Source: an optimization exercise on an open RTL-to-GDS flow (aim: small area). Production flows keep margins and buffers that such runs may drop. Where RTL was checked, it was by simulation tests only, not by an equivalence proof against the original. No functional check of the RTL was part of runs 3 and 4. Power figures rest on the tool's default switching activity, not on a simulated workload.

[flow/config.mk]
export PLATFORM = sky130hd
export DESIGN_NAME = inst_buffer
export DESIGN_NICKNAME = inst_buffer
export VERILOG_FILES = /design/flow/design.v
export SDC_FILE = /design/flow/constraint.sdc
export NUM_CORES = 4
export LEC_CHECK = 0
export CAP_MARGIN = 20
export CORE_MARGIN = 2
export CORE_UTILIZATION = 80
export PLACE_DENSITY = 0.85
export SLEW_MARGIN = 20
export SYNTH_HIERARCHICAL = 1
export SYNTH_MINIMUM_KEEP_SIZE = 0
[flow/constraint.sdc]
create_clock -name core_clock -period 6.0 [get_ports {clk}]
set_input_delay 1.2000 -clock core_clock [delete_from_list [all_inputs] [get_ports {clk}]]
set_output_delay 1.2000 -clock core_clock [all_outputs]
set_load 0.01 [all_outputs]
[flow/design.v]
module inst_buffer #(
  parameter int DEPTH       = 16,
  parameter int FULL_MARGIN = 4
) (
  input  logic        clk,
  input  logic        rst,
  input  logic        flush,
  input  logic        data_ok1,
  input  logic        data_ok2,
  input  logic [31:0] rdata1,
  input  logic [31:0] rdata2,
  input  logic [31:0] raddr1,
  input  logic [31:0] raddr2,
  input  logic [34:0] predict_pkt1,
  input  logic [34:0] predict_pkt2,
  input  logic        dec_stall,
  output logic        instbuffer_full,
  output logic        issue_valid1,
  output logic        issue_valid2,
  output logic [31:0] issue_inst1,
  output logic [31:0] issue_inst2,
  output logic [31:0] issue_addr1,
  output logic [31:0] issue_addr2,
  output logic [34:0] issue_pkt1,
  output logic [34:0] issue_pkt2,
  output logic        overflow_err
);
  localparam int AW = $clog2(DEPTH);
  localparam int CW = AW + 1;
  localparam int HD = DEPTH / 2;
  localparam int W  = 99;
  logic [W-1:0]  bank_e [HD];
  logic [W-1:0]  bank_o [HD];
  logic [AW-1:0] rd_ptr_q, wr_ptr_q;
  logic [CW-1:0] count_q;
  logic          ovf_q;
  assign wr_ptr_q = rd_ptr_q + count_q[AW-1:0];
  logic [1:0]    push_n, acc_n, pop_n;
  logic [CW-1:0] space;
  logic          drop, valid1, valid2, we1, we2;
  logic [AW-1:0] wr_ptr_p1, rd_ptr_p1;
  logic [W-1:0]  in1, in2, wdn_e, wdn_o;
  logic [HD-1:0] sel_e, sel_o, wen_e, wen_o;
  logic [W-1:0]  rd_e, rd_o, out1, out2;
  logic          sel1_e, sel1_o, sel2_e, sel2_o;
  assign in1 = {predict_pkt1, raddr1, rdata1};
  assign in2 = {predict_pkt2, raddr2, rdata2};
  always_comb begin
    push_n    = {1'b0, data_ok1} + {1'b0, data_ok1 & data_ok2};
    space     = CW'(DEPTH) - count_q;
    drop      = {{(CW-2){1'b0}}, push_n} > space;
    acc_n     = drop ? space[1:0] : push_n;
    valid1    = (count_q != '0) & ~dec_stall;
    valid2    = (count_q >= CW'(2)) & ~dec_stall;
    pop_n     = {1'b0, valid1} + {1'b0, valid2};
    wr_ptr_p1 = wr_ptr_q + AW'(1);
    rd_ptr_p1 = rd_ptr_q + AW'(1);
    we1       = ~flush & (acc_n != 2'd0);
    we2       = ~flush & (acc_n == 2'd2);
  end
  always_ff @(posedge clk or negedge rst) begin
    if (!rst) begin
      rd_ptr_q <= '0;
      count_q  <= '0;
      ovf_q    <= 1'b0;
    end else if (flush) begin
      rd_ptr_q <= '0;
      count_q  <= '0;
      ovf_q    <= 1'b0;
    end else begin
      rd_ptr_q <= rd_ptr_q + AW'(pop_n);
      count_q  <= count_q + CW'(acc_n) - CW'(pop_n);
      ovf_q    <= ovf_q | drop;
    end
  end
  for (genvar b = 0; b < W; b++) begin : g_wmux
    ib_mux2i u_we (.a(in1[b]), .b(in2[b]), .s(wr_ptr_q[0]), .y(wdn_e[b]));
    ib_mux2i u_wo (.a(in2[b]), .b(in1[b]), .s(wr_ptr_q[0]), .y(wdn_o[b]));
  end
  logic [AW-2:0] wrow_e, wrow_o;
  logic          wbe, wbo;
  always_comb begin
    wrow_o = wr_ptr_q[AW-1:1];
    wrow_e = wr_ptr_p1[AW-1:1];
    wbe    = wr_ptr_q[0] ? we2 : we1;
    wbo    = wr_ptr_q[0] ? we1 : we2;
    for (int j = 0; j < HD; j++) begin
      wen_e[j] = wbe & (wrow_e == (AW-1)'(j));
      wen_o[j] = wbo & (wrow_o == (AW-1)'(j));
    end
  end
  always_ff @(posedge clk) begin
    for (int j = 0; j < HD; j++) begin
      if (wen_e[j]) bank_e[j] <= wdn_e;
      if (wen_o[j]) bank_o[j] <= wdn_o;
    end
  end
  always_comb begin
    for (int j = 0; j < HD; j++) begin
      sel_e[j] = ~(rd_ptr_q[0] ? (rd_ptr_p1[AW-1:1] == (AW-1)'(j)) : (rd_ptr_q[AW-1:1] == (AW-1)'(j)));
      sel_o[j] = ~(rd_ptr_q[AW-1:1] == (AW-1)'(j));
    end
    sel1_e = valid1 & ~rd_ptr_q[0];
    sel1_o = valid1 &  rd_ptr_q[0];
    sel2_e = valid2 &  rd_ptr_q[0];
    sel2_o = valid2 & ~rd_ptr_q[0];
  end
  for (genvar b = 0; b < W; b++) begin : g_rd
    logic [3:0] xe, xo;
    for (genvar k = 0; k < HD / 2; k++) begin : g_pair
      ib_oa22n u_e (.a1(sel_e[2*k]), .a2(bank_e[2*k][b]), .b1(sel_e[2*k+1]), .b2(bank_e[2*k+1][b]),
                    .y(xe[k]));
      ib_oa22n u_o (.a1(sel_o[2*k]), .a2(bank_o[2*k][b]), .b1(sel_o[2*k+1]), .b2(bank_o[2*k+1][b]),
                    .y(xo[k]));
    end
    ib_or4   u_e3 (.a(xe[0]), .b(xe[1]), .c(xe[2]), .d(xe[3]), .y(rd_e[b]));
    ib_or4   u_o3 (.a(xo[0]), .b(xo[1]), .c(xo[2]), .d(xo[3]), .y(rd_o[b]));
    ib_ao22  u_s1 (.a1(sel1_e), .a2(rd_e[b]), .b1(sel1_o), .b2(rd_o[b]), .y(out1[b]));
    ib_ao22  u_s2 (.a1(sel2_e), .a2(rd_e[b]), .b1(sel2_o), .b2(rd_o[b]), .y(out2[b]));
  end
  assign issue_valid1    = valid1;
  assign issue_valid2    = valid2;
  assign issue_inst1     = out1[31:0];
  assign issue_addr1     = out1[63:32];
  assign issue_pkt1      = out1[98:64];
  assign issue_inst2     = out2[31:0];
  assign issue_addr2     = out2[63:32];
  assign issue_pkt2      = out2[98:64];
  assign instbuffer_full = (CW'(DEPTH) - count_q) < CW'(FULL_MARGIN);
  assign overflow_err    = ovf_q;
endmodule
module ib_mux2i (input logic a, b, s, output logic y);
  assign y = ~(s ? b : a);
endmodule
module ib_or4 (input logic a, b, c, d, output logic y);
  assign y = a | b | c | d;
endmodule
module ib_oa22n (input logic a1, a2, b1, b2, output logic y);
  assign y = ~((a1 | a2) & (b1 | b2));
endmodule
module ib_ao22 (input logic a1, a2, b1, b2, output logic y);
  assign y = (a1 & a2) | (b1 & b2);
endmodule
[flow/flow/run.sh]
#!/bin/bash
# Standard layout, with each port buffered by the smallest buffer cell and
# clock tree synthesis without dummy loads.
set -euo pipefail
cd "$(dirname "$0")/.."
bash standard.sh \
  'BUFFER_PORTS_ARGS=-buffer_cell sky130_fd_sc_hd__buf_1' \
  'CTS_ARGS=-sink_clustering_enable -repair_clock_nets -sink_clustering_size 20 -sink_clustering_max_diameter 55 -buf_list sky130_fd_sc_hd__clkbuf_8 -dont_use_dummy_load' \
  finish > standard_flow.log 2>&1
[flow/standard.sh]
#!/bin/bash
# synth_recipe.tcl (not shown) runs the flow's synth.tcl, then flattens the netlist and writes it again
# the make line also repeats each setting of config.mk as NAME=value (left out here)
make -C /OpenROAD-flow-scripts/flow DESIGN_CONFIG=/design/flow/config.mk WORK_HOME=/design/flow/orfs CLKGATE_MAP_FILE= SYNTH_SCRIPT=/design/flow/synth_recipe.tcl "${@:-finish}"
==> results of run 1 <==
## kinds of logic after synthesis
kind of cell / synth area share [%]
AO/OA/AOI/OAI: 11.8
XOR/XNOR: 0.198
adder cells (fa/ha/maj): 0.578
buffers and inverters: 0.202
flip-flops: 80.6
multiplexers: 3.42
AND/OR/NAND/NOR: 3.25
## area by class of cell
cell class / instances / area [um2]
fill: 2598 / 8080
tap: 959 / 1200
clock buffer: 102 / 1400
multi-input combinational: 1554 / 11800
antenna: 6 / 15.0
timing repair buffer: 491 / 2840
sequential: 1594 / 47800
inverter: 18 / 67.6
## modules after synthesis, one instance, submodules excluded
module,flops+latches,cells
ib_oa22n,0,1
ib_ao22,0,1
inst_buffer,1594,1789
ib_mux2i,0,1
ib_or4,0,1
## power breakdown
group	switching, W	leakage [nW]	total [W]	internal (W)
Clock	0.00301	0.733	0.00454	0.00152
Combinational	0.00742	5.26	0.0106	0.00318
Sequential	0.000400	14.4	0.0156	0.0152
Total	0.0108	20.4	0.0307	0.0199
## layer usage
metal / vias to the layer above / GRT usage (%) / part of all wire (%)
met5: - / 0 / 0.038
met4: 10 / 20.7 / 5.2
met3: 691 / 10.2 / 16
met2: 3842 / 67.3 / 48
met1: 18400 / 56.3 / 31
li1: 15000 / - / -
## critical path: stages (launching register included)
cell	delay, ps
dfrtp_2	640
ha_1	480
o21ai_0	140
a32oi_1	260
nor2_1	110
a21oi_4	590
buf_4	430
o22ai_1	160
or4_1	560
a22o_1	280
buf_1	160
## placed cells by master, fill, tap and decap left out, drive strengths merged, types with 3 or more instances in the layout
master and instances:
and2 5, nor2b 16, a2bb2oi 4, nor4 6
xnor2 7, xor2 3, and3 3, edfxtp 1584
mux2i 199, diode 6, or4 198, nand3 4
nand2 18, nor3 4, o21ai 7, or3 3
a22oi 3, a21oi 8, dfrtp 10, fa 4
a32oi 3, a22o 198, a21o 3, buf 490
clkbuf 103, a31oi 4, ha 21, o22ai 796
nor2 22, inv 18, mux2 3
## registers in the layout, summed over array words and instances, names as in the netlist
signal and count:
rd_ptr_q 4, ovf_q 1, count_q 5, bank_e 792
bank_o 792
## how the worst max path moves through the flow
stage	start	end	slack, ps	cells after the start
final	rd_ptr_q[0]$_DFF_PN0_	issue_addr1[4]	280	10
after global routing	rd_ptr_q[0]$_DFF_PN0_	issue_addr1[2]	150	11
after CTS	rd_ptr_q[0]$_DFF_PN0_	issue_inst2[0]	340	11
after detailed placement	rd_ptr_q[0]$_DFF_PN0_	issue_pkt1[14]	1100	11
after global placement	rd_ptr_q[0]$_DFF_PN0_	issue_inst2[10]	1320	11
after floorplan	count_q[0]$_DFF_PN0_	bank_o[2][0]$_DFFE_PP_	-870	4
## metrics by stage
stage / util (%) / std cells / hold slack, ps / power, W
finish: 89.0 / 4724 / 463 / 0.0307
detailed placement: 87.0 / 4615 / 521 / 0.0260
CTS: 88.9 / 4717 / 447 / 0.0303
floorplan: - / 3175 / 543 / 0.0220
global placement: 87.0 / 4615 / 499 / 0.0254
global route: 89.0 / 4723 / 512 / 0.0315
==> reports/summary.txt, run 1 <==
Status: timing/DRC/antenna clean
Slack of the critical path: 279 ps
Worst-Skew Late Latency: 780 ps
Commonest cells in the netlist: edfxtp_1, o22ai_1, mux2i_1
Post_cts resized: 0
Count of cell types in the netlist: 47
Clock-pin slew of the registers on the worst-case setup and hold paths: 60 ps
Max-Cap Viols: 0
Cell with the most instances after synthesis: edfxtp_1
Initial Utilization: 81.0%
WS Path Type: reg2out
Worst slew pin tran: 1170 ps
Data required, critical path: 4800 ps
Register-to-Register Path Depth: 4
Clock Root Buffer: clkbuf_8
H-tree depth: 3
Die area: 76400 um2
Pin count of the biggest net entering global routing: 100
Dpl cell area: 63700 um2
First-pass GRT wire length: 236000 um
Synth Flop Type: edfxtp_1
Die width: 276 um
Final min period: 5720 ps
Syn Nets: 3404
Detailed Routing Iterations Pass 1: 6
Die Y-Extent: 276 um
Max Clock Freq: 0.175 GHz
Worst-case clock buffer depth: 3
Syn Inst Count: 3175
Static leakage: 20.4 nW
DR WL/cell: 34.2 um
Vias in the first global route: 38300
PD cells: 472 nW/um2
Final hold violation count: 0
Top post-synthesis cells by area: edfxtp_1, o22ai_1, mux2i_1
Top cell type's share of synthesized area: 80.2%
Cts bufs inserted: 102
Final slew viol count: 0
Setup_tns: 0 ps
Vias per cell: 8.04
Share of cells above drive strength 1: 6.20%
Clock Sinks: 1594
Synth async-reset ratio: 0.627%
Ys Warns: 11
CP startpoint kind: flip-flop
Final setup viols: 0
Post-synth EDFFs: 1584
Min-Delay Path Class: in2async
Post-DP HPWL: 90800 um
DR vias: 38000
Crit-path max FO: 17
RR Endpoint: bank_e[0][21]$_DFFE_PP_
Top-Level Pins: 406
Finished Cell Area: 65100 um2
Seq/Total Area, Yosys: 80.6%
R2r setup slk: 1570 ps
Critical Path AT: 4520 ps
Placeable Area: 73200 um2
Post-CTS setup buffer count: 0
Initial DRC count: 6283
Final antenna-violating net count: 0
Slew margin rel.: 21.7%
Total gr overflow: 0
CTS Hold Bufs: 0
Rows: 99
Drt drc: 0
Flops & latches, synth: 1594
Reg2reg start: rd_ptr_q[0]$_DFF_PN0_
Port-buffer cells: 405
Fin crit share: 95.3%
GR Util All Layers: 42.3%
Placer Congestion: 0.801
CP Capture Type: output pin
Initial antenna violation count: 10
Dpl ws: 1100 ps
Yosys top cell by area: edfxtp_1
Layout Nets: 3990
Worst IR Drop VDD: 0.000336 V
Final WL: 161000 um
Netlist Area Pre-Place: 59300 um2
CTS tree: done
Mean area per synthesized cell: 18.7 um2
RSZ-0062 raised after global routing: false
Area grow syn2layout: 9.77%
Skew final: 103 ps
==> run 2: changes to the inputs <==
==> flow/flow/run.sh (replaced) <==
#!/bin/bash
# Standard layout, with each port buffered by the smallest buffer cell, clock
# tree synthesis without dummy loads, and power recovery (gate downsizing)
# after global routing followed by a design repair.
set -euo pipefail
cd "$(dirname "$0")/.."
here=$(pwd)
bash standard.sh \
  'BUFFER_PORTS_ARGS=-buffer_cell sky130_fd_sc_hd__buf_1' \
  'CTS_ARGS=-sink_clustering_enable -repair_clock_nets -sink_clustering_size 20 -sink_clustering_max_diameter 55 -buf_list sky130_fd_sc_hd__clkbuf_8 -dont_use_dummy_load' \
  RECOVER_POWER=100 \
  "POST_GLOBAL_ROUTE_TCL=$here/flow/post_grt.tcl" \
  finish > standard_flow.log 2>&1
==> flow/flow/post_grt.tcl (new file) <==
# After power recovery has downsized gates, fix any slew or capacitance
# violations it left, then refresh the placement, routing and guides.
log_cmd global_route -start_incremental
repair_design_helper
log_cmd detailed_placement
log_cmd global_route -end_incremental
log_cmd estimate_parasitics -global_routing
report_check_types -max_slew -max_capacitance -violators
write_guides $::env(RESULTS_DIR)/route.guide
--- a/flow/config.mk
+++ b/flow/config.mk
@@ -9,4 +9,4 @@
 export CORE_MARGIN = 2
-export CORE_UTILIZATION = 80
-export PLACE_DENSITY = 0.85
+export CORE_UTILIZATION = 70
+export PLACE_DENSITY = 0.75
 export SLEW_MARGIN = 20
==> reports/summary.txt, run 2 <==
Worst-case clock buffer depth: 3 (unchanged)
WS Path Type: reg2out
Critical Path AT: 4580 ps (+60 ps)
Final hold slack: 434 ps (-29.6 ps)
Share of cells above drive strength 1: 6.84% (+0.64 points)
First-pass GRT wire length: 232000 um (-1.6%)
Top-Level Pins: 406 (unchanged)
Post-synth EDFFs: 1584 (unchanged)
Drt drc: 0 (unchanged)
Die Y-Extent: 295 um (+6.8%)
Inst Count DP: 4797 (+3.9%)
CTS Hold Bufs: 0 (unchanged)
Layout Cells excl Fill: 4948 (+4.7%)
Placer Congestion: 0.829 (+3.5%)
Post-DP HPWL: 89500 um (-1.4%)
Data required, critical path: 4800 ps (about the same)
Syn Nets: 3404 (unchanged)
Flops & latches, synth: 1594 (unchanged)
Initial antenna violation count: 16 (+6)
Most common cell after layout, fill and taps aside: edfxtp_1
Most frequent cells in the layout: edfxtp_1, o22ai_1, buf_1, mux2i_1
Pin count of the biggest net entering global routing: 107 (+7.0%)
Clock Sinks: 1594 (unchanged)
Port-buffer cells: 405 (unchanged)
Yosys top cell by area: edfxtp_1
Ys Warns: 11 (unchanged)
Status: timing/DRC/antenna clean
Clock-pin slew of the registers on the worst-case setup and hold paths: 100 ps (+40 ps)
Detailed Routing Iterations Pass 1: 6 (unchanged)
Max-Cap Viols: 0 (unchanged)
Count of cell types in the netlist: 47 (unchanged)
Clock Root Buffer: clkbuf_8
GR Util All Layers: 37.3% (-5.0 points)
Worst slew pin tran: 1180 ps (+9.23 ps)
Die area: 87100 um2 (+14%)
Max Clock Freq: 0.173 GHz (-1.1%)
CP startpoint kind: flip-flop
Skew final: 105 ps (+2.01 ps)
Static leakage: 20.7 nW (+1.3%)
Final setup viols: 0 (unchanged)
Initial DRC count: 5146 (-18%)
Vias per cell: 7.50 (-6.7%)
Post-CTS setup buffer count: 0 (unchanged)
Die width: 295 um (+6.8%)
H-tree depth: 3 (unchanged)
Fin util: 78.4% (-11 points)
CP Capture Type: output pin
Vias in the first global route: 35900 (-6.4%)
Worst IR Drop VDD: 0.000573 V (+71%)
DR WL/cell: 33.2 um (-2.9%)
Final antenna-violating net count: 0 (unchanged)
Rows: 106 (+7.1%)
DR vias: 37100 (-2.3%)
Final min period: 5780 ps (+62.1 ps)
Synth Flop Type: edfxtp_1
Netlist Area Pre-Place: 59300 um2 (unchanged)
Initial Utilization: 70.8% (-10 points)
Mean area per synthesized cell: 18.7 um2 (unchanged)
Min-Delay Path Class: in2async
Seq/Total Area, Yosys: 80.6% (unchanged)
Worst-Skew Late Latency: 800 ps (+20 ps)
Slew margin rel.: 21.1% (-0.62 points)
Top cell type's share of synthesized area: 80.2% (unchanged)
Final hold violation count: 0 (unchanged)
Cts bufs inserted: 111 (+8.8%)
Commonest cells in the netlist: edfxtp_1, o22ai_1, mux2i_1
Final WL: 164000 um (+1.7%)
Synth async-reset ratio: 0.627% (unchanged)
Setup_tns: 0 ps (unchanged)
Final slew viol count: 0 (unchanged)
PD cells: 470 nW/um2 (-0.48%)
Top post-synthesis cells by area: edfxtp_1, o22ai_1, mux2i_1
CTS tree: done
Crit-path max FO: 17 (unchanged)
Biggest regs: bank_e x792, bank_o x792, count_q x5
Syn Inst Count: 3175 (unchanged)
Layout Nets: 4032 (+1.1%)
Area grow syn2layout: 10.7%
Post_cts resized: 0 (unchanged)
Dpl cell area: 63900 um2 (+0.36%)
Placeable Area: 83800 um2 (+14%)
Cell with the most instances after synthesis: edfxtp_1
Total gr overflow: 0 (unchanged)
Fin crit share: 96.4% (+1.0 points)
Finished Cell Area: 65700 um2 (+0.87%)
-- run 2: changes by cell type in the layout (fill, tap and decap cells not counted), moves of 6 or more --
cell	before	now
buf_4	32	47
nor4_1	0	6
buf_16	0	17
nor4_4	6	0
buf_12	53	35
clkbuf_2	0	9
diode_2	6	13
clkbuf_8	103	112
-- run 2: stage by stage --
step	worst slack, ps	power [W]
4_1_cts	249	0.0306
6_report	217	0.0308
2_1_floorplan	-875	0.0220
3_5_place_dp	1010	0.0261
3_3_place_gp	1130	0.0258
-- run 2: path summary, 6_finish.rpt --
path	startpoint	end	slack [ps]	cells after the start
max	rd_ptr_q[0]$_DFF_PN0_	issue_addr1[10]	220	10
min	rst	rd_ptr_q[1]$_DFF_PN0_	430	1
max reg2reg	count_q[0]$_DFF_PN0_	bank_e[4][72]$_DFFE_PP_	1260	10
max in group asynchronous	rst	rd_ptr_q[0]$_DFF_PN0_	5070	1
min reg2reg	ovf_q$_DFF_PN0_	ovf_q$_DFF_PN0_	530	2
min in group core_clock	ovf_q$_DFF_PN0_	ovf_q$_DFF_PN0_	530	2
-- run 2: logic make-up after synthesis --
kind of cell / synth area share (%)
simple gates: 3.25
buf+inv: 0.202
mux: 3.42
xor+xnor: 0.198
fa+ha+maj: 0.578
compound gates: 11.8
flops: 80.6
-- run 2: worst max-delay path: stages, from the launching register on --
cell and delay, ps:
dfrtp_2 640, ha_1 470, o21ai_0 130, a32oi_1 230, nor2_1 100, a41oi_4 730
buf_4 310, o22ai_1 110, or4_1 730, a22o_1 270, buf_1 120
-- run 2: routing by layer --
layer  global-route usage, %  part of all wire (%)  vias to the layer above
met5                       0                 0.038                        -
met4                    14.1                   3.7                       10
met3                    7.25                    13                      413
met2                    59.7                    48                     3010
met1                    52.2                    35                    18600
li1                        -                     -                    15100
-- run 2: final cells by class --
cell class	count	area [um2]
timing repair buffer	524	3190
tap	1134	1420
antenna	13	32.5
inverter	18	67.6
sequential	1594	47800
fill	4597	18100
clock buffer	111	1530
multi-input combinational	1554	11600
-- run 2: power breakdown --
part | internal (W) | switching (W) | total, W
Clock | 0.00165 | 0.00304 | 0.00469
Sequential | 0.0152 | 0.000356 | 0.0155
Combinational | 0.00323 | 0.00740 | 0.0106
Total | 0.0201 | 0.0108 | 0.0308
-- run 2: Yosys stat by module (local to each module, per instance) --
module / flops+latches / times used
ib_mux2i: 0 / 198
ib_or4: 0 / 198
ib_oa22n: 0 / 792
inst_buffer: 1594 / 1
ib_ao22: 0 / 198
==> run 3: changes to the inputs <==
--- a/flow/design.v
+++ b/flow/design.v
@@ -42,5 +42,11 @@
   logic [W-1:0]  in1, in2, wdn_e, wdn_o;
-  logic [HD-1:0] sel_e, sel_o, wen_e, wen_o;
+  localparam int NG = 3;                  
+  localparam int GW = (W + NG - 1) / NG;   
+  logic [HD-1:0] sel_e [NG];
+  logic [HD-1:0] sel_o [NG];
+  logic [HD-1:0] wen_e [NG];
+  logic [HD-1:0] wen_o [NG];
+  logic [NG-1:0] wsel;
   logic [W-1:0]  rd_e, rd_o, out1, out2;
-  logic          sel1_e, sel1_o, sel2_e, sel2_o;
+  logic [NG-1:0] sel1_e, sel1_o, sel2_e, sel2_o;
   assign in1 = {predict_pkt1, raddr1, rdata1};
@@ -76,6 +82,6 @@
   for (genvar b = 0; b < W; b++) begin : g_wmux
-    ib_mux2i u_we (.a(in1[b]), .b(in2[b]), .s(wr_ptr_q[0]), .y(wdn_e[b]));
-    ib_mux2i u_wo (.a(in2[b]), .b(in1[b]), .s(wr_ptr_q[0]), .y(wdn_o[b]));
+    ib_mux2i u_we (.a(in1[b]), .b(in2[b]), .s(wsel[b / GW]), .y(wdn_e[b]));
+    ib_mux2i u_wo (.a(in2[b]), .b(in1[b]), .s(wsel[b / GW]), .y(wdn_o[b]));
   end
-  logic [AW-2:0] wrow_e, wrow_o;
+  logic [AW-2:0] wrow_e, wrow_o, rrow_e, rrow_o;
   logic          wbe, wbo;
@@ -86,6 +92,13 @@
     wbo    = wr_ptr_q[0] ? we1 : we2;
-    for (int j = 0; j < HD; j++) begin
-      wen_e[j] = wbe & (wrow_e == (AW-1)'(j));
-      wen_o[j] = wbo & (wrow_o == (AW-1)'(j));
-    end
+    rrow_o = rd_ptr_q[AW-1:1];
+    rrow_e = rd_ptr_q[0] ? rd_ptr_p1[AW-1:1] : rd_ptr_q[AW-1:1];
+  end
+  for (genvar g = 0; g < NG; g++) begin : g_dec
+    ib_dec u_dec (
+      .rrow_e(rrow_e), .rrow_o(rrow_o), .wrow_e(wrow_e), .wrow_o(wrow_o),
+      .wbe(wbe), .wbo(wbo), .rd0(rd_ptr_q[0]), .cnt0(count_q[0]),
+      .valid1(valid1), .valid2(valid2),
+      .sel_e_n(sel_e[g]), .sel_o_n(sel_o[g]), .wen_e(wen_e[g]), .wen_o(wen_o[g]),
+      .sel1_e(sel1_e[g]), .sel1_o(sel1_o[g]), .sel2_e(sel2_e[g]), .sel2_o(sel2_o[g]),
+      .wsel(wsel[g]));
   end
@@ -93,15 +106,7 @@
     for (int j = 0; j < HD; j++) begin
-      if (wen_e[j]) bank_e[j] <= wdn_e;
-      if (wen_o[j]) bank_o[j] <= wdn_o;
+      for (int b = 0; b < W; b++) begin
+        if (wen_e[b / GW][j]) bank_e[j][b] <= wdn_e[b];
+        if (wen_o[b / GW][j]) bank_o[j][b] <= wdn_o[b];
+      end
     end
-  end
-  always_comb begin
-    for (int j = 0; j < HD; j++) begin
-      sel_e[j] = ~(rd_ptr_q[0] ? (rd_ptr_p1[AW-1:1] == (AW-1)'(j)) : (rd_ptr_q[AW-1:1] == (AW-1)'(j)));
-      sel_o[j] = ~(rd_ptr_q[AW-1:1] == (AW-1)'(j));
-    end
-    sel1_e = valid1 & ~rd_ptr_q[0];
-    sel1_o = valid1 &  rd_ptr_q[0];
-    sel2_e = valid2 &  rd_ptr_q[0];
-    sel2_o = valid2 & ~rd_ptr_q[0];
   end
@@ -110,5 +115,5 @@
     for (genvar k = 0; k < HD / 2; k++) begin : g_pair
-      ib_oa22n u_e (.a1(sel_e[2*k]), .a2(bank_e[2*k][b]), .b1(sel_e[2*k+1]), .b2(bank_e[2*k+1][b]),
+      ib_oa22n u_e (.a1(sel_e[b / GW][2*k]), .a2(bank_e[2*k][b]), .b1(sel_e[b / GW][2*k+1]), .b2(bank_e[2*k+1][b]),
                     .y(xe[k]));
-      ib_oa22n u_o (.a1(sel_o[2*k]), .a2(bank_o[2*k][b]), .b1(sel_o[2*k+1]), .b2(bank_o[2*k+1][b]),
+      ib_oa22n u_o (.a1(sel_o[b / GW][2*k]), .a2(bank_o[2*k][b]), .b1(sel_o[b / GW][2*k+1]), .b2(bank_o[2*k+1][b]),
                     .y(xo[k]));
@@ -117,4 +122,4 @@
     ib_or4   u_o3 (.a(xo[0]), .b(xo[1]), .c(xo[2]), .d(xo[3]), .y(rd_o[b]));
-    ib_ao22  u_s1 (.a1(sel1_e), .a2(rd_e[b]), .b1(sel1_o), .b2(rd_o[b]), .y(out1[b]));
-    ib_ao22  u_s2 (.a1(sel2_e), .a2(rd_e[b]), .b1(sel2_o), .b2(rd_o[b]), .y(out2[b]));
+    ib_ao22  u_s1 (.a1(sel1_e[b / GW]), .a2(rd_e[b]), .b1(sel1_o[b / GW]), .b2(rd_o[b]), .y(out1[b]));
+    ib_ao22  u_s2 (.a1(sel2_e[b / GW]), .a2(rd_e[b]), .b1(sel2_o[b / GW]), .b2(rd_o[b]), .y(out2[b]));
   end
@@ -130,2 +135,22 @@
   assign overflow_err    = ovf_q;
+endmodule
+module ib_dec (
+  input  logic [2:0] rrow_e, rrow_o, wrow_e, wrow_o,
+  input  logic       wbe, wbo, rd0, cnt0, valid1, valid2,
+  output logic [7:0] sel_e_n, sel_o_n, wen_e, wen_o,
+  output logic       sel1_e, sel1_o, sel2_e, sel2_o, wsel
+);
+  always_comb begin
+    for (int j = 0; j < 8; j++) begin
+      sel_e_n[j] = ~(rrow_e == 3'(j));
+      sel_o_n[j] = ~(rrow_o == 3'(j));
+      wen_e[j]   = wbe & (wrow_e == 3'(j));
+      wen_o[j]   = wbo & (wrow_o == 3'(j));
+    end
+    sel1_e = valid1 & ~rd0;
+    sel1_o = valid1 &  rd0;
+    sel2_e = valid2 &  rd0;
+    sel2_o = valid2 & ~rd0;
+    wsel   = rd0 ^ cnt0;
+  end
 endmodule
==> flow/flow/run.sh (replaced) <==
#!/bin/bash
# Standard layout, with each port buffered by the smallest buffer cell and
# clock tree synthesis without dummy loads.
set -euo pipefail
cd "$(dirname "$0")/.."
bash standard.sh \
  'BUFFER_PORTS_ARGS=-buffer_cell sky130_fd_sc_hd__buf_1' \
  'CTS_ARGS=-sink_clustering_enable -repair_clock_nets -sink_clustering_size 20 -sink_clustering_max_diameter 55 -buf_list sky130_fd_sc_hd__clkbuf_8 -dont_use_dummy_load' \
  finish > standard_flow.log 2>&1
removed: flow/flow/post_grt.tcl
==> reports/summary.txt, run 3 <==
Die area: 87700 um2 (+0.73%)
Worst-Skew Late Latency: 770 ps (-30 ps)
Pin count of the biggest net entering global routing: 67 (-37%)
Rows: 107 (+0.94%)
Final hold violation count: 0 (unchanged)
Final setup viols: 0 (unchanged)
Synth Flop Type: edfxtp_1
Slew margin rel.: 20.2% (-0.91 points)
Biggest regs: bank_e x792, bank_o x792, count_q x5
Final WL: 158000 um (-3.6%)
WS Path Type: reg2out
Critical Path AT: 4360 ps (-220 ps)
Placeable Area: 84900 um2 (+1.3%)
Syn Inst Count: 3193 (+0.57%)
Initial antenna violation count: 10 (-6)
Compound-gate portion of the synthesized area: 11.4% (-0.35 points)
Static leakage: 20.5 nW (-0.67%)
Area grow syn2layout: 9.36%
Yosys top cell by area: edfxtp_1
CTS Hold Bufs: 0 (unchanged)
Share of cells above drive strength 1: 7.80% (+0.96 points)
Final slew viol count: 0 (unchanged)
Max Clock Freq: 0.180 GHz (+3.9%)
Register-to-Register Path Depth: 5 (-5)
Status: timing/DRC/antenna clean
Top post-synthesis cells by area: edfxtp_1, o22ai_1, mux2i_1
Mux share of post-synthesis cell area: 3.41% (-0.013 points)
Commonest cells in the netlist: edfxtp_1, o22ai_1, mux2i_1
Slack of the critical path: 436 ps (+219 ps)
Cts bufs inserted: 108 (-2.7%)
Cell with the most instances after synthesis: edfxtp_1
Post-synth EDFFs: 1584 (unchanged)
Top-Level Pins: 406 (unchanged)
XOR/XNOR Fraction of Synth Area: 0.220% (+0.022 points)
Placer Congestion: 0.855 (+3.1%)
Drt drc: 0 (unchanged)
Synth async-reset ratio: 0.627% (unchanged)
Most common cell after layout, fill and taps aside: edfxtp_1
H-tree depth: 3 (unchanged)
Reg2reg start: count_q[0]$_DFF_PN0_
Die width: 296 um (+0.36%)
GR Util All Layers: 35.5% (-1.8 points)
Finished Cell Area: 65400 um2 (-0.50%)
Data required, critical path: 4800 ps (about the same)
Max-Cap Viols: 0 (unchanged)
Port-buffer cells: 405 (unchanged)
Syn Nets: 3422 (+0.53%)
CP startpoint kind: flip-flop
CTS tree: done
CP Capture Type: output pin
Final hold slack: 454 ps (+20.2 ps)
RSZ-0062 raised after global routing: false
Die Y-Extent: 296 um (+0.36%)
Detailed Routing Iterations Pass 1: 6 (unchanged)
Vias in the first global route: 35100 (-2.1%)
Post-CTS setup buffer count: 0 (unchanged)
Flops & latches, synth: 1594 (unchanged)
CP Launch Point: rd_ptr_q[1]$_DFF_PN0_
Post-DP HPWL: 93200 um (+4.1%)
Largest family of logic cells by synthesized area: compound AO/OA/AOI/OAI gates
Layout Nets: 4051 (+0.47%)
Fin crit share: 92.7% (-3.7 points)
Clock Root Buffer: clkbuf_8
Seq/Total Area, Yosys: 80.0% (-0.59 points)
Final antenna-violating net count: 0 (unchanged)
DR WL/cell: 31.8 um (-4.0%)
Netlist Area Pre-Place: 59800 um2 (+0.74%)
Worst IR Drop VDD: 0.000573 V (about the same)
Dpl cell area: 63800 um2 (-0.14%)
Filler Cell Count: 4831 (+5.1%)
First-pass GRT wire length: 223000 um (-3.9%)
Vias per cell: 7.30 (-2.6%)
Final min period: 5560 ps (-219 ps)
PD cells: 480 nW/um2 (+2.2%)
Fin util: 77.0% (-1.4 points)
Top cell type's share of synthesized area: 79.6% (-0.59 points)
Post-Synth Adder-Cell Area: 0.574% (-0.0042 points)
Crit-path max FO: 33 (+16)
Skew final: 59.4 ps (-45.4 ps)
Total gr overflow: 0 (unchanged)
RR Endpoint: bank_e[5][97]$_DFFE_PP_
Post_cts resized: 0 (unchanged)
Worst-case clock buffer depth: 3 (unchanged)
R2r setup slk: 1410 ps (+150 ps)
DR vias: 36300 (-2.2%)
Clock Sinks: 1594 (unchanged)
Clock-pin slew of the registers on the worst-case setup and hold paths: 110 ps (about the same)
Count of cell types in the netlist: 39 (-17%)
Initial Utilization: 70.4% (-0.37 points)
Synth Area in Simple Gates: 4.30% (+1.0 points)
Min-Delay Path Class: in2async
Worst slew pin tran: 1200 ps (+13.7 ps)
Most frequent cells in the layout: edfxtp_1, o22ai_1, buf_1, mux2i_1
Mean area per synthesized cell: 18.7 um2 (+0.17%)
Dpl ws: 1240 ps (+230 ps)
Ys Warns: 16 (+5)
Initial DRC count: 4684 (-9.0%)
run 3: per-layer routing:
metal  GRT usage (%)  wire (um)  share of wire (%)
met5           0.499        136              0.086
met4            14.5       5710                3.6
met3            9.24      20200                 13
met2            57.0      76900                 49
met1            47.2      55200                 35
run 3: metrics by stage:
| step | setup TNS [ps] | power (W) | cells |
|---|---|---|---|
| after CTS | 0 | 0.0312 | 4964 |
| after global routing | 0 | 0.0324 | 4965 |
| after floorplan | -724060 | 0.0225 | 3193 |
| final | 0 | 0.0314 | 4968 |
| after global placement | 0 | 0.0263 | 4855 |
| after detailed placement | 0 | 0.0267 | 4856 |
run 3: critical path, cell delays in order, from the launching register on:
cell and delay (ps):
dfrtp_1 950, ha_1 290, nand2_1 70, xnor2_1 140, buf_4 230, or3b_1 180
buf_4 510, o22ai_1 160, or4_1 680, a22o_1 270, buf_1 130
run 3: cell type report:
type | count | area (um2) | share of cell area [%]
flip-flops and latches | 1594 | 47800 | 73.2
inverters | 14 | 52.6 | 0.0804
multi-input cells | 1584 | 12100 | 18.6
clock buffers | 108 | 1490 | 2.27
repair buffers | 520 | 2420 | 3.71
well taps | 1144 | 1430 | 2.19
diodes | 4 | 10.0 | 0.0153
run 3: where the power goes:
group          internal (W)  switching, W  leakage [nW]
clock               0.00161       0.00301         0.777
sequential           0.0153      0.000390          14.4
combinational       0.00328       0.00781          5.33
total                0.0201        0.0112          20.5
run 3: cells by family after synthesis:
family          after synthesis
buf+inv                      15
xor+xnor                     15
mux                         203
flops                      1594
fa+ha+maj                    25
simple gates                331
compound gates             1010
run 3: Yosys stat by module, one instance, submodules excluded:
module / times used / area (um2) / flops+latches / cells inside
inst_buffer: 1 / 48600 / 1594 / 1696
ib_dec: 3 / 324 / 0 / 37
ib_mux2i: 198 / 10.0 / 0 / 1
ib_ao22: 198 / 8.76 / 0 / 1
ib_or4: 198 / 7.51 / 0 / 1
ib_oa22n: 792 / 6.26 / 0 / 1
run 3: worst max-delay path by stage:
| stage | slack [ps] | cells past startpoint | to |
|---|---|---|---|
| 6_report | 440 | 10 | issue_addr1[16] |
| 4_1_cts | 470 | 10 | issue_addr1[15] |
| 3_5_place_dp | 1240 | 6 | bank_e[4][1]$_DFFE_PP_ |
| 5_1_grt | 260 | 10 | issue_addr1[26] |
| 2_1_floorplan | -460 | 2 | bank_e[0][0]$_DFFE_PP_ |
| 3_3_place_gp | 1390 | 10 | issue_addr2[15] |
==> run 4: changes to the inputs <==
--- a/flow/design.v
+++ b/flow/design.v
@@ -42,3 +42,3 @@
   logic [W-1:0]  in1, in2, wdn_e, wdn_o;
-  localparam int NG = 3;                  
+  localparam int NG = 4;                  
   localparam int GW = (W + NG - 1) / NG;   
==> reports/summary.txt, run 4 <==
Die area: 88200 um2 (+0.53%)
Syn Nets: 3459 (+1.1%)
DR WL/cell: 31.1 um (-2.3%)
Layout Cells excl Fill: 5033 (+1.3%)
Vias in the first global route: 36400 (+3.6%)
Drt drc: 0 (unchanged)
Synth Area in Simple Gates: 4.80% (+0.50 points)
Yosys top cell by area: edfxtp_1
Slack of the critical path: 313 ps (-123 ps)
Initial antenna violation count: 11 (+1)
Synth Flop Type: edfxtp_1
Final slew viol count: 0 (unchanged)
Most common cell after layout, fill and taps aside: edfxtp_1
Top post-synthesis cells by area: edfxtp_1, o22ai_1, mux2i_1
Post-Synth Adder-Cell Area: 0.571% (-0.0031 points)
Post-synth EDFFs: 1584 (unchanged)
Status: timing/DRC/antenna clean
Post-CTS setup buffer count: 0 (unchanged)
Setup_tns: 0 ps (unchanged)
Data required, critical path: 4800 ps (about the same)
Cell with the most instances after synthesis: edfxtp_1
Die Y-Extent: 297 um (+0.27%)
Worst IR Drop VDD: 0.000415 V (-28%)
RSZ-0062 raised after global routing: false
Total gr overflow: 0 (unchanged)
Commonest cells in the netlist: edfxtp_1, o22ai_1, mux2i_1
GR Util All Layers: 35.0% (-0.55 points)
Post-DP HPWL: 93000 um (-0.16%)
Detailed Routing Iterations Pass 1: 5 (-1)
Largest family of logic cells by synthesized area: compound AO/OA/AOI/OAI gates
Mux share of post-synthesis cell area: 3.39% (-0.018 points)
Mean area per synthesized cell: 18.6 um2 (-0.61%)
Rows: 107 (unchanged)
Max-Cap Viols: 0 (unchanged)
Post_cts resized: 0 (unchanged)
Final hold violation count: 0 (unchanged)
Initial Utilization: 70.6% (+0.16 points)
Fin util: 77.4% (+0.40 points)
Placer Congestion: 0.846 (-0.98%)
Worst-Skew Late Latency: 770 ps (about the same)
PD cells: 479 nW/um2 (-0.19%)
WS Path Type: reg2out
Placeable Area: 85100 um2 (+0.32%)
Vias per cell: 7.26 (-0.57%)
Layout Nets: 4116 (+1.6%)
Count of cell types in the netlist: 39 (unchanged)
Syn Inst Count: 3230 (+1.2%)
Static leakage: 20.8 nW (+1.3%)
Seq/Total Area, Yosys: 79.6% (-0.43 points)
Port-buffer cells: 405 (unchanged)
First-pass GRT wire length: 227000 um (+1.5%)
Inst Count DP: 4914 (+1.2%)
Final min period: 5690 ps (+123 ps)
H-tree depth: 3 (unchanged)
Clock Root Buffer: clkbuf_8
Skew final: 89.0 ps (+29.5 ps)
Clock Sinks: 1594 (unchanged)
Final setup viols: 0 (unchanged)
Clock-pin slew of the registers on the worst-case setup and hold paths: 80 ps (-30 ps)
Filler Cell Count: 4862 (+0.64%)
Fin crit share: 94.8% (+2.1 points)
Final WL: 157000 um (-0.98%)
Most frequent cells in the layout: edfxtp_1, o22ai_1, buf_1, mux2i_1
CP startpoint kind: flip-flop
Slew margin rel.: 20.0% (-0.15 points)
CP Capture Type: output pin
Top-Level Pins: 406 (unchanged)
Critical Path AT: 4490 ps (+130 ps)
Top cell type's share of synthesized area: 79.2% (-0.43 points)
Min-Delay Path Class: in2async
Worst-case clock buffer depth: 3 (unchanged)
Final antenna-violating net count: 0 (unchanged)
Register-to-Register Path Depth: 5 (unchanged)
Dpl ws: 1010 ps (-236 ps)
Compound-gate portion of the synthesized area: 11.3% (-0.062 points)
CTS tree: done
Pin count of the biggest net entering global routing: 51 (-24%)
Ys Warns: 16 (unchanged)
Crit-path max FO: 18 (-45%)
XOR/XNOR Fraction of Synth Area: 0.233% (+0.013 points)
Cts bufs inserted: 113 (+4.6%)
CTS Hold Bufs: 0 (unchanged)
Worst slew pin tran: 1200 ps (-1.07 ps)
Share of cells above drive strength 1: 8.11% (+0.31 points)
Initial DRC count: 4339 (-7.4%)
Max Clock Freq: 0.176 GHz (-2.2%)
DR vias: 36600 (+0.73%)
Netlist Area Pre-Place: 60100 um2 (+0.54%)
Synth async-reset ratio: 0.627% (unchanged)
Area grow syn2layout: 9.68%
Biggest regs: bank_e x792, bank_o x792, count_q x5
Die width: 297 um (+0.27%)
Flops & latches, synth: 1594 (unchanged)
[run 4: cell type report]
type | count | area (um2) | area share [%]
sequential | 1594 | 47800 | 72.5
antenna | 4 | 10.0 | 0.0152
inverter | 14 | 52.6 | 0.0797
clock buffer | 113 | 1560 | 2.36
timing repair buffer | 543 | 2590 | 3.93
tap | 1144 | 1430 | 2.17
multi-input combinational | 1621 | 12500 | 18.9
[run 4: routing by layer]
layer | track usage (%) | vias up | share of wire (%)
met4 | 17.4 | 14 | 5.2
met2 | 58.6 | 2324 | 50
met1 | 45.8 | 18300 | 35
met3 | 4.89 | 406 | 9.7
li1 | - | 15500 | -
met5 | 0 | - | 0.059
[run 4: kinds of logic (layout without fill, tap and decap cells)]
group,count (synthesis),after routing
DFF,1594,1594
AOI/OAI and AO/OA,1010,1010
and+or+nand+nor,367,367
muxes,203,203
adders and majority gates,25,25
xor gates and xnor gates,16,16
buffers and inverters,15,670
other,0,4
[run 4: Yosys stat by module, one instance, submodules excluded]
module	area, um2	times used	cells	flops+latches
ib_dec	324	4	37	0
ib_oa22n	6.26	792	1	0
ib_ao22	8.76	198	1	0
ib_mux2i	10.0	198	1	0
ib_or4	7.51	198	1	0
inst_buffer	48600	1	1696	1594
[run 4: critical path, cell delays in order, from the launching register on]
cell	delay (ps)
dfrtp_1	600
nand3_1	190
xnor2_2	750
or3b_1	830
buf_4	290
o22ai_1	100
or4_1	590
a22o_1	250
buf_1	140
[run 4: metrics by stage]
stage | cell area [um2] | hold WS (ps) | power [W]
final | 65900 | 450 | 0.0316
after global routing | 65900 | 447 | 0.0326
after CTS | 65800 | 394 | 0.0315
after detailed placement | 64300 | 627 | 0.0270
after global placement | 64300 | 636 | 0.0265
after floorplan | 60100 | 544 | 0.0225
[run 4: power breakdown]
part           internal, W  leakage, nW  switching (W)
combinational      0.00342         5.56        0.00782
clock              0.00168        0.812        0.00303
sequential          0.0153         14.4       0.000347
total               0.0204         20.8         0.0112
[run 4: path summary, 6_finish.rpt]
kind                                  startpoint                      end  slack (ps)
max in group asynchronous                    rst     count_q[1]$_DFF_PN0_        5090
min in group core_clock          ovf_q$_DFF_PN0_          ovf_q$_DFF_PN0_         660
min reg2reg                      ovf_q$_DFF_PN0_          ovf_q$_DFF_PN0_         660
max reg2reg                rd_ptr_q[0]$_DFF_PN0_  bank_e[1][69]$_DFFE_PP_        1500
max                        rd_ptr_q[0]$_DFF_PN0_          issue_addr2[21]         310
min                                          rst    rd_ptr_q[1]$_DFF_PN0_         450
==> run 5: changes to the inputs <==
--- a/flow/design.v
+++ b/flow/design.v
@@ -42,3 +42,3 @@
   logic [W-1:0]  in1, in2, wdn_e, wdn_o;
-  localparam int NG = 4;                  
+  localparam int NG = 2;                  
   localparam int GW = (W + NG - 1) / NG;   
==> reports/summary.txt, run 5 <==
Static leakage: 20.5 nW (-1.5%)
Layout Cells excl Fill: 4908 (-2.5%)
Max-Cap Viols: 0 (unchanged)
Data required, critical path: 4800 ps (about the same)
Drt drc: 0 (unchanged)
Port-buffer cells: 405 (unchanged)
Initial Utilization: 70.9% (+0.34 points)
Clock Root Buffer: clkbuf_8
Placeable Area: 83800 um2 (-1.6%)
Post-DP HPWL: 89000 um (-4.3%)
Area grow syn2layout: 9.93%
Tot Pwr: 0.0314 W (-0.58%)
Dpl ws: 799 ps (-209 ps)
Cell with the most instances after synthesis: edfxtp_1
Post-synth EDFFs: 1584 (unchanged)
Top-Level Pins: 406 (unchanged)
Fin crit share: 94.2% (-0.62 points)
Top post-synthesis cells by area: edfxtp_1, o22ai_1, mux2i_1
Worst IR Drop VDD: 0.000569 V (+37%)
Synth async-reset ratio: 0.627% (unchanged)
GR Util All Layers: 37.5% (+2.5 points)
Most frequent cells in the layout: edfxtp_1, o22ai_1, buf_1, mux2i_1
Wire length on met3: 23700 um (+55%)
Detailed Routing Iterations Pass 1: 5 (unchanged)
Die Y-Extent: 295 um (-0.53%)
Cts bufs inserted: 112 (-0.88%)
Yosys top cell by area: edfxtp_1
Syn Nets: 3385 (-2.1%)
Top Metal Used: met5
Worst slew pin tran: 1180 ps (-19.6 ps)
Syn Inst Count: 3156 (-2.3%)
Final slew viol count: 0 (unchanged)
Status: timing/DRC/antenna clean
Layout Nets: 3990 (-3.1%)
Crit-path max FO: 21 (+3)
RSZ-0062 raised after global routing: false
Slew margin rel.: 21.3% (+1.3 points)
Worst-Skew Late Latency: 810 ps (+40 ps)
Final hold slack: 499 ps (+48.3 ps)
Vias per cell: 7.54 (+3.9%)
Most common cell after layout, fill and taps aside: edfxtp_1
Synth Flop Type: edfxtp_1
DR WL/cell: 33.4 um (+7.3%)
Die width: 295 um (-0.53%)
Mean area per synthesized cell: 18.8 um2 (+1.2%)
Total gr overflow: 0 (unchanged)
Inst Count DP: 4779 (-2.7%)
Initial antenna violation count: 16 (+5)
H-tree depth: 3 (unchanged)
Initial DRC count: 5212 (+20%)
Final setup viols: 0 (unchanged)
Pin count of the biggest net entering global routing: 99 (+94%)
Flops & latches, synth: 1594 (unchanged)
Netlist Area Pre-Place: 59400 um2 (-1.1%)
First-pass GRT wire length: 233000 um (+2.9%)
Final min period: 5650 ps (-37.1 ps)
PD cells: 480 nW/um2 (+0.27%)
Met1 WL: 57000 um (+5.0%)
Register-to-Register Path Depth: 10 (+5)
Count of cell types in the netlist: 39 (unchanged)
Seq/Total Area, Yosys: 80.4% (+0.87 points)
Worst-case clock buffer depth: 3 (unchanged)
Rows: 106 (-0.93%)
Die area: 87300 um2 (-1.1%)
DR vias: 37000 (+1.3%)
Ys Warns: 16 (unchanged)
R2r setup slk: 1300 ps (-200 ps)
Share of cells above drive strength 1: 7.34% (-0.77 points)
Placer Congestion: 0.817 (-3.4%)
Commonest cells in the netlist: edfxtp_1, o22ai_1, mux2i_1
Met2 wire len: 77000 um (-2.2%)
CTS tree: done
Clock-pin slew of the registers on the worst-case setup and hold paths: 90 ps (about the same)
Max Clock Freq: 0.177 GHz (+0.66%)
Skew final: 101 ps (+12.1 ps)
Final WL: 164000 um (+4.6%)
Min-Delay Path Class: in2async
Clock Sinks: 1594 (unchanged)
Critical Path AT: 4450 ps (-40 ps)
Vias in the first global route: 36100 (-0.65%)
Final hold violation count: 0 (unchanged)
Top cell type's share of synthesized area: 80.0% (+0.86 points)
Slack of the critical path: 350 ps (+37.1 ps)
CP Capture Type: output pin
WS Path Type: reg2out
Biggest regs: bank_e x792, bank_o x792, count_q x5
Final antenna-violating net count: 0 (unchanged)
CP startpoint kind: flip-flop
## run 5: cell families after synthesis
logic type      share of synthesized area, %
mux                                     3.43
xor+xnor                               0.206
buf+inv                               0.0947
fa+ha+maj                              0.577
compound gates                          11.5
simple gates                            3.79
flops                                   80.4
## run 5: final timing paths
check / from / end
min in group core_clock: ovf_q$_DFF_PN0_ / ovf_q$_DFF_PN0_
max in group asynchronous: rst / count_q[2]$_DFF_PN0_
max: count_q[0]$_DFF_PN0_ / issue_pkt1[30]
min: rst / ovf_q$_DFF_PN0_
max reg2reg: count_q[0]$_DFF_PN0_ / bank_o[5][5]$_DFFE_PP_
min reg2reg: ovf_q$_DFF_PN0_ / ovf_q$_DFF_PN0_
## run 5: modules after synthesis (local to each module, per instance)
module / cell area (um2) / flip-flops and latches / times used
inst_buffer: 48600 / 1594 / 1
ib_dec: 324 / 0 / 2
ib_mux2i: 10.0 / 0 / 198
ib_ao22: 8.76 / 0 / 198
ib_or4: 7.51 / 0 / 198
ib_oa22n: 6.26 / 0 / 792
## run 5: final cells by class
class	count	area (um2)
clock buffer	112	1540
timing repair buffer	492	2670
tap	1134	1420
multi-input combinational	1547	11800
fill	4679	18500
sequential	1594	47800
antenna	15	37.5
inverter	14	52.6
## run 5: per-stage QoR
| step | cell area, um2 | util [%] | TNS [ps] |
|---|---|---|---|
| global placement | 63700 | 76.0 | 0 |
| global route | 65300 | 78.0 | 0 |
| finish | 65400 | 78.0 | 0 |
| CTS | 65200 | 77.8 | 0 |
| detailed placement | 63700 | 76.0 | 0 |
| floorplan | 59500 | - | -472240 |
## run 5: metal layers
metal	track usage [%]	vias to the layer above
met5	0	-
met3	9.39	420
met4	13.7	4
met2	58.1	2985
met1	52.8	18600
li1	-	15100
## run 5: worst max-delay path: stages (launching register included)
cell	delay (ps)
dfrtp_1	770
inv_1	190
ha_1	300
and2_1	160
ha_1	170
nor2_1	430
nor2b_4	930
buf_4	390
a22o_1	220
buf_1	160
## run 5: repair_timing
action,in CTS,in global routing
gates resized for setup,0,2
hold buffers,0,0
buffers inserted,0,2
setup endpoints to repair,0,197
hold endpoints to repair,0,0
## run 5: where the power goes
group | total, W | internal (W) | leakage, nW | switching [W]
Sequential | 0.0156 | 0.0153 | 14.4 | 0.000371
Clock | 0.00471 | 0.00166 | 0.805 | 0.00305
Combinational | 0.0110 | 0.00333 | 5.26 | 0.00771
Total | 0.0314 | 0.0202 | 20.5 | 0.0111
==> run 6: changes to the inputs <==
--- a/flow/config.mk
+++ b/flow/config.mk
@@ -9,4 +9,4 @@
 export CORE_MARGIN = 2
-export CORE_UTILIZATION = 70
-export PLACE_DENSITY = 0.75
+export CORE_UTILIZATION = 75
+export PLACE_DENSITY = 0.8
 export SLEW_MARGIN = 20
==> reports/summary.txt, run 6 <==
Initial DRC count: 5404 (+3.7%)
R2r setup slk: 1090 ps (-210 ps)
Clock Root Buffer: clkbuf_8
Comb pwr share: 35.1% (about the same)
CTS tree: done
Static leakage: 20.3 nW (-0.70%)
Cts bufs inserted: 101 (-9.8%)
Dpl cell area: 63400 um2 (-0.46%)
Biggest regs: bank_e x792, bank_o x792, count_q x5
Synth Flop Type: edfxtp_1
Initial Utilization: 75.5% (+4.6 points)
Most frequent cells in the layout: edfxtp_1, o22ai_1, buf_1, mux2i_1
Critical Path AT: 4590 ps (+140 ps)
Rows: 103 (-2.8%)
Detailed Routing Iterations Pass 1: 12 (+7)
Initial antenna violation count: 14 (-2)
Reg2reg start: count_q[0]$_DFF_PN0_
Flop pwr share: 50.3% (+0.5 points)
Dpl ws: 862 ps (+62.5 ps)
Critical path cell sequence: inv_1 -> ha_1 -> and2_1 -> ha_1 -> nor2_1 -> and2_2 -> buf_4 -> a22o_1 -> buf_1
Net Switching: 0.0110 W (-0.77%)
Cell with the most instances after synthesis: edfxtp_1
Fin crit share: 96.6% (+2.4 points)
Commonest cells in the netlist: edfxtp_1, o22ai_1, mux2i_1
Grt peak-use layer: met2
M3 GR Usage: 10.4% (+1.0 points)
Final WL: 160000 um (-2.0%)
DR vias: 37000 (-0.038%)
Filler Cell Count: 3816 (-18%)
GR Util All Layers: 39.2% (+1.7 points)
Vias in the first global route: 36800 (+1.9%)
Max Clock Freq: 0.173 GHz (-2.5%)
Die Y-Extent: 286 um (-3.3%)
First-pass GRT wire length: 232000 um (-0.70%)
DR WL/cell: 33.5 um (+0.24%)
Placeable Area: 78700 um2 (-6.1%)
Largest family of logic cells by synthesized area: compound AO/OA/AOI/OAI gates
Finished Cell Area: 64900 um2 (-0.73%)
CTS Hold Bufs: 0 (unchanged)
Data required, critical path: 4800 ps (about the same)
Total gr overflow: 0 (unchanged)
Final slew viol count: 0 (unchanged)
CP startpoint kind: flip-flop
Final hold violation count: 0 (unchanged)
Syn Inst Count: 3156 (unchanged)
Final min period: 5790 ps (+144 ps)
Ys Warns: 16 (unchanged)
CP Capture Type: output pin
Worst-case clock buffer depth: 3 (unchanged)
Flops & latches, synth: 1594 (unchanged)
Top post-synthesis cells by area: edfxtp_1, o22ai_1, mux2i_1
RR Endpoint: bank_e[4][75]$_DFFE_PP_
Top-Level Pins: 406 (unchanged)
Int Pwr: 0.0200 W (-1.1%)
Die area: 81500 um2 (-6.6%)
RSZ-0062 raised after global routing: false
Placer Congestion: 0.851 (+4.2%)
Post-Synth Adder-Cell Area: 0.577% (unchanged)
Layout Nets: 3970 (-0.50%)
Syn Nets: 3385 (unchanged)
Worst slew pin tran: 1100 ps (-80.0 ps)
Area grow syn2layout: 9.13%
Worst IR Drop VDD: 0.000499 V (-12%)
Mean area per synthesized cell: 18.8 um2 (unchanged)
Compound-gate portion of the synthesized area: 11.5% (unchanged)
Skew final: 64.4 ps (-36.7 ps)
Slowest stage delay, CP: 860 ps (-70 ps)
Synth Area in Simple Gates: 3.79% (unchanged)
H-tree depth: 3 (unchanged)
Clock share of power: 14.6% (-0.4 points)
WS Path Type: reg2out
Seq/Total Area, Yosys: 80.4% (unchanged)
Yosys top cell by area: edfxtp_1
Count of cell types in the netlist: 39 (unchanged)
Status: timing/DRC/antenna clean
Sw Share: 35.5% (+0.068 points)
Top cell type's share of synthesized area: 80.0% (unchanged)
Clock-pin slew of the registers on the worst-case setup and hold paths: 90 ps (about the same)
Most common cell on crit path: ha_1
Final setup viols: 0 (unchanged)
Worst-Skew Late Latency: 760 ps (-50 ps)
Reg area: 47800 um2 (unchanged)
Max-Cap Viols: 0 (unchanged)
Register-to-Register Path Depth: 7 (-3)
Vias per cell: 7.72 (+2.3%)
Most common cell after layout, fill and taps aside: edfxtp_1
Mux share of post-synthesis cell area: 3.43% (unchanged)
Slew margin rel.: 24.8% (+3.5 points)
Synth async-reset ratio: 0.627% (unchanged)
Netlist Area Pre-Place: 59400 um2 (unchanged)
PD cells: 479 nW/um2 (-0.23%)
Drt drc: 0 (unchanged)
Slack of the critical path: 206 ps (-144 ps)
Inst Count DP: 4687 (-1.9%)
Layout Cells excl Fill: 4796 (-2.3%)
Min-Delay Path Class: in2async
Crit-path max FO: 31 (+48%)
Final antenna-violating net count: 0 (unchanged)
Setup_tns: 0 ps (unchanged)
Port-buffer cells: 405 (unchanged)
Post-DP HPWL: 88800 um (-0.25%)
M1 GR Usage: 53.8% (+1.0 points)
Post-synth EDFFs: 1584 (unchanged)
Die width: 286 um (-3.3%)
XOR/XNOR Fraction of Synth Area: 0.206% (unchanged)
Clock Sinks: 1594 (unchanged)
Met2 GRT Util: 61.7% (+3.6 points)
Pin count of the biggest net entering global routing: 99 (unchanged)
CP max stage cell: and2_2
Share of cells above drive strength 1: 6.71% (-0.63 points)
Multi-input logic area: 11800 um2 (-0.23%)
[run 6: per-stage QoR]
stage / util (%) / hold slack (ps) / power [W]
after floorplan: - / 544 / 0.0224
after global placement: 80.5 / 518 / 0.0259
after detailed placement: 80.5 / 518 / 0.0265
after CTS: 82.3 / 448 / 0.0308
after global routing: 82.4 / 496 / 0.0320
final: 82.4 / 469 / 0.0311
[run 6: cell type report]
cell class | instances | area share (%)
diodes | 7 | 0.0270
clock buffers | 101 | 2.14
inverters | 14 | 0.0810
multi-input cells | 1547 | 18.2
flip-flops and latches | 1594 | 73.7
well taps | 1050 | 2.03
repair buffers | 483 | 3.86
[run 6: timing repair]
item,in CTS,in global routing
setup endpoints to repair,0,140
gates resized for setup,0,1
buffers inserted,0,0
[run 6: power groups by stage]
stage	clock network [W]	logic, W	registers, W
3_5_place_dp	0	0.0106	0.0159
3_3_place_gp	0	0.0101	0.0158
5_1_grt	0.00490	0.0113	0.0157
6_report	0.00452	0.0109	0.0156
4_1_cts	0.00453	0.0106	0.0156
2_1_floorplan	0	0.00651	0.0159
[run 6: Yosys stat by module (local to each module, per instance)]
module / flip-flops and latches / copies in the design / cells inside
ib_oa22n: 0 / 792 / 1
ib_mux2i: 0 / 198 / 1
ib_or4: 0 / 198 / 1
inst_buffer: 1594 / 1 / 1696
ib_ao22: 0 / 198 / 1
ib_dec: 0 / 2 / 37
[run 6: logic make-up after synthesis]
logic type	count (synthesis)
xor gates and xnor gates	14
and+or+nand+nor	295
DFF	1594
adders and majority gates	25
muxes	203
AOI/OAI and AO/OA	1010
buffers and inverters	15
[run 6: metal layers]
metal  part of all wire, %  vias up  wire length (um)
li1                      -    15000                 -
met1                    33    18200             53400
met2                    47     3305             76000
met3                    15      515             24700
met4                   3.9       10              6320
met5                 0.044        -                70
[run 6: worst max path at each step]
stage                                from                endpoint  depth (start not counted)
finish               count_q[0]$_DFF_PN0_          issue_pkt1[13]                          9
global route         count_q[0]$_DFF_PN0_          issue_pkt1[30]                          9
CTS                 rd_ptr_q[2]$_DFF_PN0_         issue_addr1[20]                          8
detailed placement  rd_ptr_q[2]$_DFF_PN0_          issue_pkt1[19]                          8
global placement    rd_ptr_q[2]$_DFF_PN0_          issue_pkt2[19]                          8
floorplan                        data_ok1  bank_e[0][0]$_DFFE_PP_                          7
[run 6: critical path, delay by kind of cell (launching register included)]
kind | cells | cell delay, ps
buf+inv | 3 | 780
flops | 1 | 750
compound gates | 1 | 200
simple gates | 3 | 1590
fa+ha+maj | 2 | 470
==> run 7: changes to the inputs <==
--- a/flow/design.v
+++ b/flow/design.v
@@ -37,4 +37,2 @@
   assign wr_ptr_q = rd_ptr_q + count_q[AW-1:0];
-  logic [1:0]    push_n, acc_n, pop_n;
-  logic [CW-1:0] space;
   logic          drop, valid1, valid2, we1, we2;
@@ -53,14 +51,15 @@
   assign in2 = {predict_pkt2, raddr2, rdata2};
+  logic c16, c15;
+  logic [2:0] delta;   
   always_comb begin
-    push_n    = {1'b0, data_ok1} + {1'b0, data_ok1 & data_ok2};
-    space     = CW'(DEPTH) - count_q;
-    drop      = {{(CW-2){1'b0}}, push_n} > space;
-    acc_n     = drop ? space[1:0] : push_n;
+    c16       = count_q[CW-1];
+    c15       = ~count_q[CW-1] & (&count_q[CW-2:0]);
+    drop      = data_ok1 & (c16 | (c15 & data_ok2));
     valid1    = (count_q != '0) & ~dec_stall;
-    valid2    = (count_q >= CW'(2)) & ~dec_stall;
-    pop_n     = {1'b0, valid1} + {1'b0, valid2};
+    valid2    = (count_q[CW-1:1] != '0) & ~dec_stall;
+    we1       = ~flush & data_ok1 & ~c16;
+    we2       = ~flush & data_ok1 & data_ok2 & ~c16 & ~c15;
     wr_ptr_p1 = wr_ptr_q + AW'(1);
     rd_ptr_p1 = rd_ptr_q + AW'(1);
-    we1       = ~flush & (acc_n != 2'd0);
-    we2       = ~flush & (acc_n == 2'd2);
+    delta     = 3'({we2, we1 ^ we2}) - 3'({valid2, valid1 ^ valid2});
   end
@@ -76,4 +75,4 @@
     end else begin
-      rd_ptr_q <= rd_ptr_q + AW'(pop_n);
-      count_q  <= count_q + CW'(acc_n) - CW'(pop_n);
+      rd_ptr_q <= rd_ptr_q + AW'({valid2, valid1 ^ valid2});
+      count_q  <= count_q + {{(CW-2){delta[2]}}, delta[1:0]};
       ovf_q    <= ovf_q | drop;
@@ -93,3 +92,3 @@
     rrow_o = rd_ptr_q[AW-1:1];
-    rrow_e = rd_ptr_q[0] ? rd_ptr_p1[AW-1:1] : rd_ptr_q[AW-1:1];
+    rrow_e = rd_ptr_p1[AW-1:1];
   end
@@ -133,3 +132,3 @@
   assign issue_pkt2      = out2[98:64];
-  assign instbuffer_full = (CW'(DEPTH) - count_q) < CW'(FULL_MARGIN);
+  assign instbuffer_full = count_q > CW'(DEPTH - FULL_MARGIN);
   assign overflow_err    = ovf_q;
==> reports/summary.txt, run 7 <==
Status: timing/DRC/antenna clean
Pin count of the biggest net entering global routing: 65 (-34%)
Port-buffer cells: 405 (unchanged)
Vias per cell: 7.64 (-0.96%)
Static leakage: 19.8 nW (-2.9%)
Area grow syn2layout: 8.96%
Cts bufs inserted: 102 (+0.99%)
Clock-pin slew of the registers on the worst-case setup and hold paths: 110 ps (+20 ps)
Drt drc: 0 (unchanged)
Top cell type's share of synthesized area: 80.3% (+0.32 points)
Detailed Routing Iterations Pass 1: 5 (-7)
Most frequent cells in the layout: edfxtp_1, o22ai_1, buf_1
Die width: 285 um (-0.20%)
Final antenna-violating net count: 0 (unchanged)
Worst slew pin tran: 1220 ps (+127 ps)
Final slew viol count: 0 (unchanged)
Data required, critical path: 4800 ps (about the same)
Layout Cells excl Fill: 4776 (-0.42%)
CP Launch Point: rd_ptr_q[2]$_DFF_PN0_
Worst-case clock buffer depth: 3 (unchanged)
Final setup viols: 0 (unchanged)
Skew final: 51.0 ps (-13.4 ps)
Clock Root Buffer: clkbuf_8
Setup_tns: 0 ps (unchanged)
Post-DP HPWL: 86500 um (-2.6%)
Initial antenna violation count: 5 (-9)
Seq/Total Area, Yosys: 80.8% (+0.32 points)
Worst IR Drop VDD: 0.000337 V (-32%)
Synth Flop Type: edfxtp_1
PD cells: 395 nW/um2 (-18%)
Die Y-Extent: 285 um (-0.20%)
Top post-synthesis cells by area: edfxtp_1, o22ai_1, mux2i_1
Share of cells above drive strength 1: 6.80% (+0.084 points)
Syn Inst Count: 3132 (-0.76%)
Syn Nets: 3352 (-0.97%)
Netlist Area Pre-Place: 59200 um2 (-0.40%)
Clock Sinks: 1594 (unchanged)
Count of cell types in the netlist: 36 (-7.7%)
Layout Nets: 3944 (-0.65%)
Rows: 103 (unchanged)
CTS Hold Bufs: 0 (unchanged)
Yosys top cell by area: edfxtp_1
Final min period: 5850 ps (+59.2 ps)
DR vias: 36500 (-1.4%)
Initial Utilization: 75.3% (-0.18 points)
Crit-path max FO: 35 (+13%)
Final hold violation count: 0 (unchanged)
Inst Count DP: 4670 (-0.36%)
Most common cell after layout, fill and taps aside: edfxtp_1
Placer Congestion: 0.822 (-3.5%)
Commonest cells in the netlist: edfxtp_1, o22ai_1, a22o_1, mux2i_1, or4_1
Flops & latches, synth: 1594 (unchanged)
Biggest regs: bank_e x792, bank_o x792, count_q x5
Vias in the first global route: 36300 (-1.4%)
GR Util All Layers: 38.4% (-0.75 points)
Cell with the most instances after synthesis: edfxtp_1
H-tree depth: 3 (unchanged)
Slew margin rel.: 18.2% (-6.6 points)
Ys Warns: 16 (unchanged)
Max Clock Freq: 0.171 GHz (-1.0%)
Synth async-reset ratio: 0.627% (unchanged)
Final WL: 157000 um (-2.0%)
Worst-Skew Late Latency: 770 ps (about the same)
WS Path Type: reg2out
CTS tree: done
CP Capture Type: output pin
Placeable Area: 78600 um2 (-0.16%)
Top-Level Pins: 406 (unchanged)
Max-Cap Viols: 0 (unchanged)
Critical Path AT: 4650 ps (+60 ps)
Mean area per synthesized cell: 18.9 um2 (+0.37%)
-- run 7: cell types whose count changed in the layout (fill, tap and decap cells not counted), moves of 3 or more --
| cell | change |
|---|---|
| buf_4 | +20 |
| mux2i_1 | -4 |
| and4b_4 | +4 |
| buf_12 | -13 |
| ha_1 | -9 |
| and4b_2 | -4 |
| o21ai_0 | -3 |
| diode_2 | -3 |
-- run 7: final cells by class --
cell class / count / area [um2] / area share [%]
diodes: 4 / 10.0 / 0.0155
clock buffers: 102 / 1400 / 2.18
well taps: 1050 / 1310 / 2.04
repair buffers: 489 / 2360 / 3.66
inverters: 11 / 41.3 / 0.0640
multi-input cells: 1526 / 11600 / 17.9
flip-flops and latches: 1594 / 47800 / 74.1
-- run 7: what timing repair did --
item	CTS	global route
resized for setup	0	5
endpoints found under the setup margin	0	170
setup buffers	0	0
-- run 7: report_power, final --
group / internal [W] / leakage, nW / switching, W
Clock: 0.00152 / 0.733 / 0.00298
Combinational: 0.00218 / 4.61 / 0.00486
Sequential: 0.0137 / 14.4 / 0.000258
-- run 7: logic make-up (layout without fill, tap and decap cells) --
group	after synthesis	count (layout)	synth area share, %
flip-flops	1594	1594	80.8
AO/OA/AOI/OAI	1004	1004	11.4
AND/OR/NAND/NOR	295	295	3.80
multiplexers	198	198	3.35
adder cells (fa/ha/maj)	16	16	0.389
XOR/XNOR	13	13	0.192
buffers and inverters	12	602	0.0761
other	0	4	0
-- run 7: final timing paths --
check	to	slack [ps]	cells past startpoint
max reg2reg	bank_e[2][93]$_DFFE_PP_	1370	7
max	issue_inst2[19]	150	8
min	count_q[2]$_DFF_PN0_	450	1
min reg2reg	ovf_q$_DFF_PN0_	550	2
min in group core_clock	ovf_q$_DFF_PN0_	550	2
max in group asynchronous	rd_ptr_q[1]$_DFF_PN0_	5070	1
-- run 7: per-module statistics from Yosys (local to each module, per instance) --
| module | flip-flops and latches | copies in the design | cell area, um2 |
|---|---|---|---|
| ib_dec | 0 | 2 | 324 |
| ib_ao22 | 0 | 198 | 8.76 |
| ib_or4 | 0 | 198 | 7.51 |
| ib_mux2i | 0 | 198 | 10.0 |
| inst_buffer | 1594 | 1 | 48400 |
| ib_oa22n | 0 | 792 | 6.26 |
-- run 7: worst max-delay path, stage by stage (launching register included) --
cell and delay [ps]:
dfrtp_1 840, nand3_1 260, xnor2_2 640, or3b_2 630, buf_12 320, o22ai_1 120
or4_1 690, a22o_1 270, buf_1 120
-- run 7: per-stage QoR --
step                setup slack, ps  hold slack, ps  instance area (um2)  util (%)  total power, W
CTS                            54.4             424                64500      82.0          0.0253
global route                  -52.3             467                64500      82.1          0.0262
global placement               1010             490                63100      80.2          0.0207
detailed placement              835             522                63100      80.2          0.0210
floorplan                     -2050             526                59200         -          0.0182
finish                          147             446                64500      82.1          0.0255
-- run 7: per-layer routing --
metal | up-vias | part of all wire (%) | global-route usage, %
met4 | 6 | 4.8 | 17.5
met5 | - | 0.021 | 0
li1 | 14900 | - | -
met3 | 518 | 13 | 7.74
met1 | 18100 | 33 | 50.8
met2 | 2982 | 49 | 63.2
